From an optimization exercise on the open Yosys and OpenROAD flow, aimed at small area; shortcuts taken in it are not production practice. Only simulation tests tie the RTL to the original design; equivalence was not proved. Power is estimated from default activity; no workload was simulated.

==> inputs of v28 <==
==> flow/design.v <==
package jesd204_tx_pkg;
   typedef logic [31:0] lane_word_t;
   typedef enum logic [1:0] {
      IDLE,
      PRIME,
      RUN
   } src_fifo_state_t;
endpackage
module jesd204_tx_sdpram #(
   parameter int unsigned Lanes = 4,
   parameter int unsigned Rows  = 16
) (
   input  logic                       clk_i,
   input  logic [Rows-1:0]            wr_row_i,
   input  logic [Rows-1:0]            hold_row_i,
   input  jesd204_tx_pkg::lane_word_t [Lanes-1:0]     wr_data_i,
   input  logic [Rows-1:0]            rd_row_i,
   output jesd204_tx_pkg::lane_word_t [Lanes-1:0]     rd_data_o
);
   localparam int unsigned W = Lanes * 32;
   logic [Rows-1:0][W-1:0] mem_q;
   logic [W-1:0]           wr_bits;
   logic [W-1:0]           rd_bits;
   assign wr_bits = wr_data_i;
   for (genvar i = 0; i < Rows; i++) begin : g_row
      always_ff @(posedge clk_i) begin
         mem_q[i] <= (wr_bits  & {W{wr_row_i[i]}})
                   | (mem_q[i] & {W{hold_row_i[i]}});
      end
   end
   localparam int unsigned G = (Rows + 2) / 3;
   for (genvar b = 0; b < W; b++) begin : g_rd
      logic [G-1:0] grp_n;
      for (genvar g = 0; g < G; g++) begin : g_grp
         logic [2:0] sel, dat;
         for (genvar k = 0; k < 3; k++) begin : g_k
            if (3 * g + k < Rows) begin : g_on
               assign sel[k] = rd_row_i[3 * g + k];
               assign dat[k] = mem_q[3 * g + k][b];
            end else begin : g_off
               assign sel[k] = 1'b0;
               assign dat[k] = 1'b0;
            end
         end
         jesd204_tx_aoi3 u_aoi (
            .sel_i (sel),
            .dat_i (dat),
            .y_no  (grp_n[g])
         );
      end
      assign rd_bits[b] = ~&grp_n;
   end
   assign rd_data_o = rd_bits;
endmodule
module jesd204_tx_aoi3 (
   input  logic [2:0] sel_i,
   input  logic [2:0] dat_i,
   output logic       y_no
);
   assign y_no = ~|(sel_i & dat_i);
endmodule
module jesd204_tx_src_fifo #(
   parameter int unsigned LANES  = 4,
   parameter int unsigned DEPTH  = 16,
   parameter int unsigned THRESH = 8
) (
   input  logic                       CLK,
   input  logic                       RST_n,
   input  logic                       S_VALID,
   output logic                       S_READY,
   input  jesd204_tx_pkg::lane_word_t [LANES-1:0]     S_DATA,
   input  logic                       RDY,
   output jesd204_tx_pkg::lane_word_t [LANES-1:0]     DI,
   output logic [$clog2(DEPTH):0]     LEVEL,
   output logic                       UNDERFLOW,
   input  logic                       CLR_ERR
);
   localparam int unsigned PW   = $clog2(DEPTH) + 1;
   localparam int unsigned ROWS = (THRESH + 1 < DEPTH) ? THRESH + 1 : DEPTH;
   localparam int unsigned MAXL = (THRESH + 1 < DEPTH) ? THRESH + 1 : DEPTH;
   localparam int unsigned LW   = $clog2(MAXL + 1);
   jesd204_tx_pkg::src_fifo_state_t state_q, state_d;
   logic [LW-1:0]   level_q, level_d;
   logic [ROWS-1:0] wr_oh_q, wr_oh_d;      
   logic [ROWS-1:0] rd_oh_q, rd_oh_d;      
   logic            popped_q;              
   logic [ROWS-1:0] di_row;                
   logic            underflow_q, underflow_d;
   logic            full, empty, push, wr_en, pop, flush, uf_set, reach;
   logic [ROWS-1:0] wr_row, hold_row;
   assign full  = (LW'(DEPTH) == level_q) && (DEPTH <= MAXL);
   assign empty = (level_q == '0);
   assign S_READY = !full || (state_q == jesd204_tx_pkg::IDLE);
   assign push    = S_VALID && S_READY;
   assign wr_en   = push && !flush;
   assign LEVEL   = PW'(level_q);
   assign reach = ({1'b0, level_q} + (LW + 1)'(push)) >= (LW + 1)'(THRESH);
   always_comb begin
      state_d = state_q;
      pop     = 1'b0;
      flush   = 1'b0;
      uf_set  = 1'b0;
      unique case (state_q)
         jesd204_tx_pkg::IDLE: begin
            flush = 1'b1;
            state_d = jesd204_tx_pkg::PRIME;
         end
         jesd204_tx_pkg::PRIME: begin
            if (reach) begin
               state_d = jesd204_tx_pkg::RUN;
            end
         end
         jesd204_tx_pkg::RUN: begin
            if (empty) begin
               uf_set  = 1'b1;
               state_d = jesd204_tx_pkg::PRIME;
            end else begin
               pop = 1'b1;
            end
         end
         default: state_d = jesd204_tx_pkg::IDLE;
      endcase
      if (!RDY) begin
         state_d = jesd204_tx_pkg::IDLE;
         pop     = 1'b0;
         uf_set  = 1'b0;
      end
   end
   always_comb begin
      level_d = level_q;
      wr_oh_d = wr_oh_q;
      rd_oh_d = rd_oh_q;
      if (flush) begin
         level_d = '0;
         rd_oh_d = wr_oh_q;
      end else begin
         if (wr_en) begin
            wr_oh_d = {wr_oh_q[ROWS-2:0], wr_oh_q[ROWS-1]};
         end
         if (pop) begin
            rd_oh_d = {rd_oh_q[ROWS-2:0], rd_oh_q[ROWS-1]};
         end
         level_d = level_q + LW'(wr_en) - LW'(pop);
      end
   end
   assign underflow_d = uf_set || (underflow_q && !CLR_ERR);
   always_ff @(posedge CLK or negedge RST_n) begin
      if (!RST_n) begin
         state_q     <= jesd204_tx_pkg::IDLE;
         level_q     <= '0;
         wr_oh_q     <= ROWS'(1);
         rd_oh_q     <= ROWS'(1);
         popped_q    <= 1'b0;
         underflow_q <= 1'b0;
      end else begin
         state_q     <= state_d;
         level_q     <= level_d;
         wr_oh_q     <= wr_oh_d;
         rd_oh_q     <= rd_oh_d;
         popped_q    <= pop;
         underflow_q <= underflow_d;
      end
   end
   assign UNDERFLOW = underflow_q;
   for (genvar i = 0; i < ROWS; i++) begin : g_row
      assign wr_row[i]   = wr_en && wr_oh_q[i];
      assign hold_row[i] = !wr_oh_q[i] || full;
   end
   assign di_row = {ROWS{popped_q}} & {rd_oh_q[0], rd_oh_q[ROWS-1:1]};
   jesd204_tx_sdpram #(
      .Lanes (LANES),
      .Rows  (ROWS)
   ) u_ram (
      .clk_i      (CLK),
      .wr_row_i   (wr_row),
      .hold_row_i (hold_row),
      .wr_data_i  (S_DATA),
      .rd_row_i   (di_row),
      .rd_data_o  (DI)
   );
endmodule
==> flow/flow/run.sh <==
#!/bin/bash
# Own layout flow: the standard flow (standard.sh, unchanged synthesis) with two
# placement/CTS arguments changed:
#  - port buffers use the smallest buffer cell (buf_1) instead of the tool's default pick;
#  - CTS builds its tree without dummy loads, from clkbuf_16 leaf clusters.
# Everything else, including config.mk's settings in config.mk, is the standard flow.
set -euo pipefail
here=$(pwd)
{
  echo ""
  echo "export BUFFER_PORTS_ARGS = -buffer_cell sky130_fd_sc_hd__buf_1"
  echo "export CTS_ARGS = -sink_clustering_enable -repair_clock_nets -dont_use_dummy_load -buf_list sky130_fd_sc_hd__clkbuf_16 -sink_clustering_size 28 -sink_clustering_max_diameter 75"
} >> "$here/config.mk"
bash "$here/standard.sh" > "$here/standard_flow.log" 2>&1
==> flow/standard.sh <==
#!/bin/bash
# synth_recipe.tcl (not shown) runs the flow's synth.tcl, then flattens the netlist and writes it again
# the make line also repeats each setting of config.mk as NAME=value (left out here)
make -C /OpenROAD-flow-scripts/flow DESIGN_CONFIG=/design/flow/config.mk WORK_HOME=/design/flow/orfs CLKGATE_MAP_FILE= SYNTH_SCRIPT=/design/flow/synth_recipe.tcl "${@:-finish}"
==> flow/config.mk <==
export PLATFORM = sky130hd
export DESIGN_NAME = jesd204_tx_src_fifo
export DESIGN_NICKNAME = jesd204_tx_src_fifo
export VERILOG_FILES = /design/flow/design.v
export SDC_FILE = /design/flow/constraint.sdc
export NUM_CORES = 4
export LEC_CHECK = 0
export CAP_MARGIN = 0
export CORE_MARGIN = 2
export CORE_UTILIZATION = 50
export SLEW_MARGIN = 0
export SYNTH_HIERARCHICAL = 1

export BUFFER_PORTS_ARGS = -buffer_cell sky130_fd_sc_hd__buf_1
export CTS_ARGS = -sink_clustering_enable -repair_clock_nets -dont_use_dummy_load -buf_list sky130_fd_sc_hd__clkbuf_16 -sink_clustering_size 28 -sink_clustering_max_diameter 75
==> flow/constraint.sdc <==
create_clock -name core_clock -period 5.0 [get_ports {CLK}]
set_input_delay 1.0000 -clock core_clock [delete_from_list [all_inputs] [get_ports {CLK}]]
set_output_delay 1.0000 -clock core_clock [all_outputs]
set_load 0.01 [all_outputs]
==> v12 (differences from v28) <==
- CORE_UTILIZATION: 50 -> 60
==> v10 (differences from v28) <==
==> flow/design.v, changed modules only <==
module jesd204_tx_sdpram #(
   parameter int unsigned Lanes = 4,
   parameter int unsigned Rows  = 16
) (
   input  logic                       clk_i,
   input  logic [Rows-1:0]            wr_row_i,
   input  logic [Rows-1:0]            hold_row_i,
   input  jesd204_tx_pkg::lane_word_t [Lanes-1:0]     wr_data_i,
   input  logic [Rows-1:0]            rd_row_i,
   output jesd204_tx_pkg::lane_word_t [Lanes-1:0]     rd_data_o
);
   localparam int unsigned W = Lanes * 32;
   logic [Rows-1:0][W-1:0] mem_q;
   logic [W-1:0]           wr_bits;
   logic [W-1:0]           rd_bits;
   assign wr_bits = wr_data_i;
   for (genvar i = 0; i < Rows; i++) begin : g_row
      always_ff @(posedge clk_i) begin
         mem_q[i] <= (wr_bits  & {W{wr_row_i[i]}})
                   | (mem_q[i] & {W{hold_row_i[i]}});
      end
   end
   always_comb begin
      rd_bits = '0;
      for (int i = 0; i < Rows; i++) begin
         rd_bits = rd_bits | ({W{rd_row_i[i]}} & mem_q[i]);
      end
   end
   assign rd_data_o = rd_bits;
endmodule
module jesd204_tx_src_fifo #(
   parameter int unsigned LANES  = 4,
   parameter int unsigned DEPTH  = 16,
   parameter int unsigned THRESH = 8
) (
   input  logic                       CLK,
   input  logic                       RST_n,
   input  logic                       S_VALID,
   output logic                       S_READY,
   input  jesd204_tx_pkg::lane_word_t [LANES-1:0]     S_DATA,
   input  logic                       RDY,
   output jesd204_tx_pkg::lane_word_t [LANES-1:0]     DI,
   output logic [$clog2(DEPTH):0]     LEVEL,
   output logic                       UNDERFLOW,
   input  logic                       CLR_ERR
);
   localparam int unsigned PW   = $clog2(DEPTH) + 1;
   localparam int unsigned ROWS = (THRESH + 1 < DEPTH) ? THRESH + 1 : DEPTH;
   localparam int unsigned MAXL = (THRESH + 1 < DEPTH) ? THRESH + 1 : DEPTH;
   localparam int unsigned LW   = $clog2(MAXL + 1);
   jesd204_tx_pkg::src_fifo_state_t state_q, state_d;
   logic [LW-1:0]   level_q, level_d;
   logic [ROWS-1:0] wr_oh_q, wr_oh_d;      
   logic [ROWS-1:0] wr_ohn_q;              
   logic [ROWS-1:0] rd_oh_q, rd_oh_d;      
   logic [ROWS-1:0] di_row_q;              
   logic            underflow_q, underflow_d;
   logic            full, empty, push, wr_en, pop, flush, uf_set, reach;
   logic [ROWS-1:0] wr_row, hold_row;
   assign full  = (LW'(DEPTH) == level_q) && (DEPTH <= MAXL);
   assign empty = (level_q == '0);
   assign S_READY = !full || (state_q == jesd204_tx_pkg::IDLE);
   assign push    = S_VALID && S_READY;
   assign wr_en   = push && !flush;
   assign LEVEL   = PW'(level_q);
   assign reach = ({1'b0, level_q} + (LW + 1)'(push)) >= (LW + 1)'(THRESH);
   always_comb begin
      state_d = state_q;
      pop     = 1'b0;
      flush   = 1'b0;
      uf_set  = 1'b0;
      unique case (state_q)
         jesd204_tx_pkg::IDLE: begin
            flush = 1'b1;
            state_d = jesd204_tx_pkg::PRIME;
         end
         jesd204_tx_pkg::PRIME: begin
            if (reach) begin
               state_d = jesd204_tx_pkg::RUN;
            end
         end
         jesd204_tx_pkg::RUN: begin
            if (empty) begin
               uf_set  = 1'b1;
               state_d = jesd204_tx_pkg::PRIME;
            end else begin
               pop = 1'b1;
            end
         end
         default: state_d = jesd204_tx_pkg::IDLE;
      endcase
      if (!RDY) begin
         state_d = jesd204_tx_pkg::IDLE;
         pop     = 1'b0;
         uf_set  = 1'b0;
      end
   end
   always_comb begin
      level_d = level_q;
      wr_oh_d = wr_oh_q;
      rd_oh_d = rd_oh_q;
      if (flush) begin
         level_d = '0;
         rd_oh_d = wr_oh_q;
      end else begin
         if (wr_en) begin
            wr_oh_d = {wr_oh_q[ROWS-2:0], wr_oh_q[ROWS-1]};
         end
         if (pop) begin
            rd_oh_d = {rd_oh_q[ROWS-2:0], rd_oh_q[ROWS-1]};
         end
         level_d = level_q + LW'(wr_en) - LW'(pop);
      end
   end
   assign underflow_d = uf_set || (underflow_q && !CLR_ERR);
   always_ff @(posedge CLK or negedge RST_n) begin
      if (!RST_n) begin
         state_q     <= jesd204_tx_pkg::IDLE;
         level_q     <= '0;
         wr_oh_q     <= ROWS'(1);
         wr_ohn_q    <= ~ROWS'(1);
         rd_oh_q     <= ROWS'(1);
         di_row_q    <= '0;
         underflow_q <= 1'b0;
      end else begin
         state_q     <= state_d;
         level_q     <= level_d;
         wr_oh_q     <= wr_oh_d;
         wr_ohn_q    <= ~wr_oh_d;
         rd_oh_q     <= rd_oh_d;
         di_row_q    <= pop ? rd_oh_q : '0;
         underflow_q <= underflow_d;
      end
   end
   assign UNDERFLOW = underflow_q;
   for (genvar i = 0; i < ROWS; i++) begin : g_row
      assign wr_row[i]   = wr_en && wr_oh_q[i];
      assign hold_row[i] = wr_ohn_q[i] || full;
   end
   jesd204_tx_sdpram #(
      .Lanes (LANES),
      .Rows  (ROWS)
   ) u_ram (
      .clk_i      (CLK),
      .wr_row_i   (wr_row),
      .hold_row_i (hold_row),
      .wr_data_i  (S_DATA),
      .rd_row_i   (di_row_q),
      .rd_data_o  (DI)
   );
endmodule
// module jesd204_tx_aoi3 removed
==> flow/run.sh (new file) <==
#!/bin/bash
# synth_recipe.tcl (not shown) runs the flow's synth.tcl, then flattens the netlist and writes it again
# the make line also repeats each setting of config.mk as NAME=value (left out here)
make -C /OpenROAD-flow-scripts/flow DESIGN_CONFIG=/design/flow/config.mk WORK_HOME=/design/flow/orfs CLKGATE_MAP_FILE= SYNTH_SCRIPT=/design/flow/synth_recipe.tcl finish
- BUFFER_PORTS_ARGS: -buffer_cell sky130_fd_sc_hd__buf_1 -> default
- CORE_UTILIZATION: 50 -> 70
- CTS_ARGS: -sink_clustering_enable -repair_clock_nets -dont_use_dummy_load -buf_list sky130_fd_sc_hd__clkbuf_16 -sink_clustering_size 28 -sink_clustering_max_diameter 75 -> default
- CTS_BUF_LIST: default -> sky130_fd_sc_hd__clkbuf_16
- CTS_CLUSTER_DIAMETER: default -> 50
- CTS_CLUSTER_SIZE: default -> 30
- SYNTH_HIERARCHICAL: 1 -> default
removed: flow/flow/run.sh
removed: flow/standard.sh
==> notes <==
Between v12 and v10, the lower synthesized area is in v12 (gap 2.5%, measured against v10). Die area: v28 is higher than v10 (about 36%). Sequential share of layout area, highest first: v12, v28, v10. In v10 the sequential power is higher than in v28, by about 1%. Register-to-register slack, lowest first: v10, v12, v28. Final cell count: v28 is higher than v12 (3.2%). Clock-buffer cell count: v10 > v28 > v12. Of v28 and v10, v10 has the higher total power (gap 17%, measured against v10). In critical path depth, v10 and v12 do not differ.
==> figures <==
quantity	v12	v10	v28
# clock sinks	1178	1195	1178
Area fraction in and, or, nand and nor cells after synthesis	0.0207	0.0197	0.0207
Initial antenna violation count	22	20	18
Max Clock Freq	241 MHz	233 MHz	240 MHz
Overall power	14.5 mW	17.7 mW	14.7 mW
Net count of the finished layout	3475	3650	3470
GPL Wtd Cong	0.839	0.825	0.783
Maximum number of pins on one net before global-route repair	95	109	129
First-pass iteration count of the detailed router	9	10	10
Number of multi-input combinational cells	1757	1885	1757
Via Count	33300	34700	33000
Endpoint arrival time on the critical path	3.15 ns	3.30 ns	3.17 ns
Register-to-Register Path Depth	4	8	4
Core footprint	0.0686 mm^2	0.0602 mm^2	0.0822 mm^2
Tap cell count	931	782	1070
Net count after synthesis	3482	3753	3482
Tmin final	4.15 ns	4.30 ns	4.17 ns
Status	timing/DRC/antenna clean	timing/DRC/antenna clean	timing/DRC/antenna clean
Part of the cycle the worst path needs	0.830	0.860	0.834

## port drivers added, routing unchanged
The flow's constraints put no driver on any port. The routed layouts listed below were extracted and timed again, unchanged, in two steps.
Step 1, drivers: a clkbuf_16 drives CLK and a buf_2 each remaining input, both assumed.
Step 2 adds t to the input delays and takes it off the output delays; t is the mean of the earliest and latest rising clock arrival at the registers after step 1. Input paths then give back, and output paths get back, about the clock's delay inside the block.
a / b / c = ideal / step 1 / step 2; a / b = the first two.
run	t (ns)	slack for setup (ns)	worst register clock-pin slew, ns	worst data-port slew with drivers (ns)
v28	0.702	0.832 / 0.761 / 1.463	0.11 / 0.11	0.18
v12	0.703	0.849 / 0.780 / 1.482	0.11 / 0.11	0.16
v10	0.732	0.702 / 0.633 / 1.273	0.10 / 0.10	0.14
After both steps setup and hold are still met in every run listed.
